This is an optimization exercise on Yosys and OpenROAD, whose aim is small area, not a production implementation.
In this exercise RTL edits were held to simulation tests only and were not proved equivalent to the original.

[flow/run.sh]
#!/bin/bash
# Standard ORFS layout (the standard.sh, unchanged synthesis) with two
# changes: port buffers use the smallest buffer, and the clock tree uses
# clkbuf_4 leaf clusters of up to 8 sinks with no dummy loads.
# Each step's full output goes to its own log in this folder.
set -euo pipefail
export BUFFER_PORTS_ARGS="-buffer_cell sky130_fd_sc_hd__buf_1"
export CTS_ARGS="-sink_clustering_enable -repair_clock_nets -buf_list sky130_fd_sc_hd__clkbuf_4 -sink_clustering_size 8 -sink_clustering_max_diameter 40 -dont_use_dummy_load"
bash standard.sh synth > synth.log 2>&1
bash standard.sh finish > layout.log 2>&1
[design.v]
module reg_file_mp #(
  parameter int DATA_W   = 32,
  parameter int ADDR_W   = 5,
  parameter bit ZERO_REG = 1'b1,
  parameter bit BYPASS   = 1'b1
) (
  input  logic              clk,
  input  logic              rst_n,
  input  logic [ADDR_W-1:0] RA,
  input  logic [ADDR_W-1:0] RB,
  output logic [DATA_W-1:0] Bus_A,
  output logic [DATA_W-1:0] Bus_B,
  input  logic [ADDR_W-1:0] RW0,
  input  logic [ADDR_W-1:0] RW1,
  input  logic [DATA_W-1:0] Bus_W0,
  input  logic [DATA_W-1:0] Bus_W1,
  input  logic              reg_write0,
  input  logic              reg_write1,
  input  logic              clear_req,
  output logic              busy,
  output logic              ready
);
  localparam int DEPTH = 1 << ADDR_W;
  localparam int LO    = ZERO_REG ? 1 : 0;
  logic              busy_q;
  logic              ph_q;
  logic [ADDR_W-1:0] cnt_q;
  logic [DATA_W-1:0] mem_q [DEPTH];
  assign busy  = busy_q;
  assign ready = ~busy_q;
  always_ff @(posedge clk or negedge rst_n) begin
    if (!rst_n) begin
      busy_q <= 1'b1;
      cnt_q  <= '0;
    end else if (busy_q) begin
      cnt_q <= cnt_q + 1'b1;
      if (cnt_q == '1) busy_q <= 1'b0;
    end else if (clear_req) begin
      busy_q <= 1'b1;
      cnt_q  <= '0;
    end
  end
  always_ff @(posedge clk or negedge rst_n) begin
    if (!rst_n) ph_q <= 1'b1;
    else        ph_q <= busy_q | ~ph_q;
  end
  logic we0, we1;
  always_comb begin
    we0 = ~busy_q & reg_write0;
    we1 = ~busy_q & reg_write1;
    if (ZERO_REG && RW0 == '0) we0 = 1'b0;
    if (ZERO_REG && RW1 == '0) we1 = 1'b0;
    if (we1 && RW1 == RW0) we0 = 1'b0;
  end
  logic [DATA_W-1:0] d0, d1;
  logic [DEPTH-1:0] s0, s1, hold, s0_n, s1_n, hold_n;
  logic [DATA_W-1:0] d0_n, d1_n;
  genvar i, b;
  generate
    for (b = 0; b < DATA_W; b++) begin : g_win
      rf_xnor2 u_x0 (.a(Bus_W0[b]), .b(ph_q), .y(d0_n[b]));
      rf_xnor2 u_x1 (.a(Bus_W1[b]), .b(ph_q), .y(d1_n[b]));
      rf_inv   u_i0 (.a(d0_n[b]), .y(d0[b]));
      rf_inv   u_i1 (.a(d1_n[b]), .y(d1[b]));
    end
    for (i = LO; i < DEPTH; i++) begin : g_ent
      rf_nand2 u_s1 (.a(we1), .b(RW1 == i), .y(s1_n[i]));
      rf_nand2 u_s0 (.a(we0), .b(RW0 == i), .y(s0_n[i]));
      rf_or3   u_h  (.a(busy_q), .b(RW1 == i && we1), .c(RW0 == i && we0), .y(hold_n[i]));
      rf_inv   u_i1 (.a(s1_n[i]), .y(s1[i]));
      rf_inv   u_i0 (.a(s0_n[i]), .y(s0[i]));
      rf_inv   u_ih (.a(hold_n[i]), .y(hold[i]));
    end
    for (i = LO; i < DEPTH; i++) begin : g_mem
      logic [DATA_W-1:0] nxt;
      rf_went #(.W(DATA_W)) u_w (.s1(s1[i]), .d1(d1), .s0(s0[i]), .d0(d0),
                                 .h(hold[i]), .q(mem_q[i]), .y(nxt));
      always_ff @(posedge clk) mem_q[i] <= nxt;
    end
  endgenerate
  localparam int NT = DEPTH + 2 - LO;
  localparam int NG = (NT + 2) / 3;
  logic ok_a, ok_b, a1, a0, b1, b0, fa, fb;
  logic [3*NG-1:0] sel_a, sel_b;
  logic [DATA_W-1:0] term [3*NG];
  assign ok_a = ~busy_q & ~(ZERO_REG && RA == '0);
  assign ok_b = ~busy_q & ~(ZERO_REG && RB == '0);
  assign a1 = BYPASS && we1 && (RW1 == RA);
  assign a0 = BYPASS && we0 && (RW0 == RA);
  assign b1 = BYPASS && we1 && (RW1 == RB);
  assign b0 = BYPASS && we0 && (RW0 == RB);
  assign fa = ok_a & ph_q;
  assign fb = ok_b & ph_q;
  rf_sel u_sa1 (.a(ok_a), .b(a1), .y(sel_a[0]));
  rf_sel u_sa0 (.a(ok_a), .b(a0), .y(sel_a[1]));
  rf_sel u_sb1 (.a(ok_b), .b(b1), .y(sel_b[0]));
  rf_sel u_sb0 (.a(ok_b), .b(b0), .y(sel_b[1]));
  assign term[0] = d1;
  assign term[1] = d0;
  generate
    for (i = 2; i < 3*NG; i++) begin : g_sel
      if (i - 1 < LO || i - 1 >= DEPTH) begin : g_z
        assign sel_a[i] = 1'b0;
        assign sel_b[i] = 1'b0;
        assign term[i]  = '0;
      end else begin : g_e
        rf_sel u_sa (.a(ok_a & ~a1 & ~a0), .b(RA == i - 1), .y(sel_a[i]));
        rf_sel u_sb (.a(ok_b & ~b1 & ~b0), .b(RB == i - 1), .y(sel_b[i]));
        assign term[i] = mem_q[i - 1];
      end
    end
  endgenerate
  logic [NG-1:0] ga [DATA_W];
  logic [NG-1:0] gb [DATA_W];
  genvar g;
  generate
    for (b = 0; b < DATA_W; b++) begin : g_bit
      for (g = 0; g < NG; g++) begin : g_grp
        rf_aoi222 u_a (.a1(sel_a[3*g]), .a2(term[3*g][b]), .b1(sel_a[3*g+1]), .b2(term[3*g+1][b]),
                       .c1(sel_a[3*g+2]), .c2(term[3*g+2][b]), .y(ga[b][g]));
        rf_aoi222 u_b (.a1(sel_b[3*g]), .a2(term[3*g][b]), .b1(sel_b[3*g+1]), .b2(term[3*g+1][b]),
                       .c1(sel_b[3*g+2]), .c2(term[3*g+2][b]), .y(gb[b][g]));
      end
      rf_nand_or11 u_oa (.n(ga[b]), .f(fa), .y(Bus_A[b]));
      rf_nand_or11 u_ob (.n(gb[b]), .f(fb), .y(Bus_B[b]));
    end
  endgenerate
endmodule
module rf_went #(
  parameter int W = 32
) (
  input  logic         s1, s0, h,
  input  logic [W-1:0] d1, d0, q,
  output logic [W-1:0] y
);
  assign y = ~(({W{s1}} & d1) | ({W{s0}} & d0) | ({W{h}} & q));
endmodule
module rf_aoi222 (
  input  logic a1, a2, b1, b2, c1, c2,
  output logic y
);
  assign y = ~((a1 & a2) | (b1 & b2) | (c1 & c2));
endmodule
module rf_nand4 (
  input  logic a, b, c, d,
  output logic y
);
  assign y = ~(a & b & c & d);
endmodule
module rf_nand3 (
  input  logic a, b, c,
  output logic y
);
  assign y = ~(a & b & c);
endmodule
module rf_or3 (
  input  logic a, b, c,
  output logic y
);
  assign y = a | b | c;
endmodule
module rf_xor2 (
  input  logic a, b,
  output logic y
);
  assign y = a ^ b;
endmodule
module rf_xnor2 (
  input  logic a, b,
  output logic y
);
  assign y = ~(a ^ b);
endmodule
module rf_inv (
  input  logic a,
  output logic y
);
  assign y = ~a;
endmodule
module rf_nand2 (
  input  logic a, b,
  output logic y
);
  assign y = ~(a & b);
endmodule
module rf_sel (
  input  logic a, b,
  output logic y
);
  logic n;
  rf_nand2 u_n (.a(a), .b(b), .y(n));
  rf_inv   u_i (.a(n), .y(y));
endmodule
module rf_nand_or11 (
  input  logic [10:0] n,
  input  logic        f,
  output logic        y
);
  logic p0, p1, p2, r;
  rf_nand4 u0 (.a(n[0]), .b(n[1]), .c(n[2]),  .d(n[3]), .y(p0));
  rf_nand4 u1 (.a(n[4]), .b(n[5]), .c(n[6]),  .d(n[7]), .y(p1));
  rf_nand3 u2 (.a(n[8]), .b(n[9]), .c(n[10]), .y(p2));
  rf_or3   u3 (.a(p0), .b(p1), .c(p2), .y(r));
  rf_xor2  u4 (.a(r), .b(f), .y(y));
endmodule
[config.mk]
export PLATFORM = sky130hd
export DESIGN_NAME = reg_file_mp
export DESIGN_NICKNAME = reg_file_mp
export VERILOG_FILES = /design/flow/design.v
export SDC_FILE = /design/flow/constraint.sdc
export NUM_CORES = 4
export LEC_CHECK = 0
export CAP_MARGIN = 20
export CELL_PAD_IN_SITES_DETAIL_PLACEMENT = 1
export CELL_PAD_IN_SITES_GLOBAL_PLACEMENT = 1
export CORE_MARGIN = 2
export CORE_UTILIZATION = 25
export PLACE_DENSITY = 0.4
export SLEW_MARGIN = 20
export SYNTH_HIERARCHICAL = 1
[standard.sh]
#!/bin/bash
# synth_recipe.tcl (not shown) runs the flow's synth.tcl, then flattens the netlist and writes it again
# the make line also repeats each setting of config.mk as NAME=value (left out here)
make -C /OpenROAD-flow-scripts/flow DESIGN_CONFIG=/design/flow/config.mk WORK_HOME=/design/flow/orfs CLKGATE_MAP_FILE= SYNTH_SCRIPT=/design/flow/synth_recipe.tcl "${@:-finish}"
[constraint.sdc]
create_clock -name core_clock -period 10.0 [get_ports {clk}]
set_input_delay 2.0000 -clock core_clock [delete_from_list [all_inputs] [get_ports {clk}]]
set_output_delay 2.0000 -clock core_clock [all_outputs]
set_load 0.01 [all_outputs]
==> flow_metrics.tcl <==
set metrics [dict create \
    status "complete, no violations" \
    antenna_found_initial 17 \
    routedWlPerCell_um 47.1 \
    crit_chain "buf_1, or3_1, o311ai_2, a21o_1, o211a_1, nand2_1, clkinv_1, buf_4, a222oi_1, nand4_1, or3_1, xor2_1, buf_1" \
    grt_start_max_net_pins 41 \
    area_growth_pct 8.78 \
    cap_violations 0 \
    min_period_ns 9.35 \
    multi_input_area_mm2 0.0219 \
    gp_congestion 0.864 \
    final_cell_mix "a222oi_1 (1696), dfxtp_1 (992), clkbuf_4 (215)" \
    rsz0062_at_grt "false" \
    min_period_over_period_pct 93.5 \
    cp.required_ns 8.00 \
    start_kind "input pin" \
    tightestPinTransition_ns 1.32 \
    crit_fanout 22 \
    clkTransAtPathRegs_ns 0.05 \
    max_freq_mhz 107 \
    nets 4452 \
    synth_fa_ha_area_share_pct 0.0549 \
    hold_buffers 0 \
    p_total_uw 10200 \
    layout_commonest_cell "a222oi_1" \
    portBuffers 154 \
    ir_drop_mv 0.0801 \
    core_area_mm2 0.181 \
    ys_ff_latch 999 \
    nFillCells 20300 \
    synth_edf_count 0 \
    synth-compound-area-share_pct 37.5 \
    die_area_mm2 0.186 \
    avgSynthCellArea_um2 11.1 \
    finalHoldViolations 0 \
    cts_buffers 215 \
    cts_buffer_depth 3 \
    via_count 50700 \
    critPathCaptureType "output port" \
    drive_gt1_share_pct 12.4 \
    synthMuxAreaShare_pct 0.0220 \
    grtUsageTotal_pct 32.5 \
    finalMaxSlewViolations 0 \
    yosysUniqueCellTypes 43 \
    fin_ws_ns 0.654 \
    die_y_um 431 \
    grt_pass1_vias 49300 \
    synth_cells 4119 \
    viasPerCell 7.52 \
    htreeDepth 4 \
    async_flop_share_pct 0.701 \
    regArea_mm2 0.0200 \
    cp_num_buf_inv 4 \
    cp_slowest_stage_delay_ns 0.70 \
    setup_viol 0 \
    finClkSkew_ns 0.166 \
    cts_resized 0 \
    slowest_stage "clkinv_1" \
    synth_top_family_by_area "compound AO/OA/AOI/OAI gates" \
    yosys_warnings 13 \
    drtPass1Iterations 13 \
    arrival_ns 7.35 \
    initial_core_util_pct 25.2 \
    cellLeakagePower_uw 0.0176 \
    ys.flop_type "dfxtp_1" \
    synth.yosys.seq_area_share_pct 43.9 \
    cts_root_buf "clkbuf_4" \
    dp_hpwl_um 184000 \
    first_iter_violations 15400 \
    grt_pass1_wl_um 424000 \
    slew_headroom_pct 12.0 \
    wl_um 318000 \
    synth-xor-area-share_pct 2.94 \
    drc 0 \
    yosys.area_share.simple_pct 7.55 \
    critical_path_class "input pin to output port" \
    die_width_um 431 \
    post_cts_buffers 0 \
    timing.setup.tns_ns 0 \
    final_antenna_net_count 0 \
    min_path_type "flip-flop to flip-flop" \
    dpl_worst_slack_ns 0.890 \
    placementRows 156 \
    ioPinCount 155 \
    insertion_delay_ns 1.36 \
    synth_nets 4210 \
    clock_sinks 999 \
    cellPowerDensity_mw_per_mm2 206 \
    critPathTopFamily "buffers and inverters" \
    cts_tree "built" \
    syn-cell-area_mm2 0.0456 \
    overflow 0 \
]
kinds of logic after synthesis:
kind of cell | Yosys count
adders and majority gates | 2
buffers and inverters | 553
DFF | 999
and+or+nand+nor | 696
AOI/OAI and AO/OA | 1715
muxes | 1
xor gates and xnor gates | 153
cells in the mapped netlist, types with 2 or more instances:
cell | n | area share, %
nand3_1 | 79 | 0.87
or3b_2 | 4 | 0.077
nor2_1 | 165 | 1.4
or3_1 | 99 | 1.4
nor3_1 | 36 | 0.40
ha_1 | 2 | 0.055
clkbuf_1 | 26 | 0.21
or2_2 | 5 | 0.069
xnor2_1 | 80 | 1.5
or4_1 | 2 | 0.033
a222oi_1 | 1696 | 37
nor2b_1 | 5 | 0.069
buf_1 | 3 | 0.025
clkinv_1 | 2 | 0.016
inv_1 | 226 | 1.9
buf_6 | 190 | 4.7
xor2_1 | 73 | 1.4
dfrtp_1 | 5 | 0.27
o21ai_0 | 4 | 0.044
dfxtp_1 | 992 | 44
nand2_1 | 152 | 1.3
buf_2 | 104 | 1.1
dfstp_2 | 2 | 0.12
nand4_1 | 129 | 1.8
nand3b_1 | 8 | 0.13
nand2b_1 | 9 | 0.12
a21oi_1 | 5 | 0.055
sequential cells by signal, indices dropped and copies added, names as in the netlist:
| register | cells |
|---|---|
| mem_q | 992 |
| busy_q | 1 |
| cnt_q | 5 |
| ph_q | 1 |
final cells by class:
class,count,share of cell area [%]
multi-input combinational,2567,44.3
sequential,999,40.4
tap,2370,5.98
timing repair buffer,349,4.26
clock buffer,215,3.25
inverter,229,1.76
antenna,18,0.0908
metrics by stage:
step,hold WS (ns),cells,util [%],area [µm²]
after floorplan,0.438,4119,-,45600
after global placement,0.449,6509,26.4,47800
after detailed placement,0.457,6512,26.5,47900
after CTS,0.469,6727,27.4,49500
after global routing,0.483,6738,27.4,49600
final,0.468,6747,27.4,49600
modules after synthesis, one instance, submodules excluded, excerpt:
| module | cells | flip-flops and latches | copies in the design | cell area (µm²) |
|---|---|---|---|---|
| rf_nand3 | 1 | 0 | 64 | 5.00 |
| rf_nand4 | 1 | 0 | 128 | 6.26 |
| rf_inv | 1 | 0 | 223 | 3.75 |
| rf_or3 | 1 | 0 | 95 | 6.26 |
| reg_file_mp | 1378 | 999 | 1 | 21900 |
| rf_nand2 | 1 | 0 | 128 | 3.75 |
| rf_xor2 | 1 | 0 | 64 | 8.76 |
| rf_xnor2 | 1 | 0 | 64 | 8.76 |
| rf_aoi222 | 1 | 0 | 704 | 10.0 |
report_power, final:
part	internal [µW]	switching [µW]	total, µW
Combinational	634	1780	2410
Clock	967	1660	2630
Sequential	4640	545	5180
path summary, 6_finish.rpt:
kind                       slack, ns          start            end  cells after the start
hold / removal                  0.47  mem_q[12][16]  mem_q[12][16]                      1
setup reg to reg                5.85         busy_q   mem_q[16][9]                     11
max in group asynchronous       8.97          rst_n           ph_q                      1
hold reg to reg                 0.47  mem_q[12][16]  mem_q[12][16]                      1
setup / recovery                0.65         RW0[4]      Bus_A[20]                     13
min in group asynchronous       0.67          rst_n       cnt_q[2]                      1
metal layers:
layer | up-vias | global-route usage (%) | routed length, µm
met4 | 0 | 21.3 | 21800
li1 | 19800 | - | -
met1 | 26100 | 41.7 | 124000
met5 | - | 0 | 0
met3 | 747 | 7.60 | 36000
met2 | 4107 | 48.4 | 137000

separate check: timing with driven ports:
How much do the figures lean on ideal ports? The routed layout below was timed once more, with nothing changed but the port constraints. Step 1 sets driving cells, clkbuf_16 on the clock port and buf_2 on the other inputs (assumed; they add their load-dependent delay and slew). Step 2, shift: input delay + t, output delay - t, t = (earliest + latest rising clock arrival at the registers) / 2. This alone moves slack from input paths to output paths. Slacks: no drivers / after step 1 / after step 2; pairs: no drivers / after step 1.
t (ns): 1.359
setup WS [ns]: 0.654 / 0.627 / 0.627
slew at the worst register clock pin (ns): 0.11 / 0.11
worst data-port slew with drivers (ns): 0.08
pins driven straight from the clock port: 1
After both steps setup and hold are still met in this run. For this run, drivers alone change the setup slack by -0.027 ns; drivers and shift together by -0.027 ns.
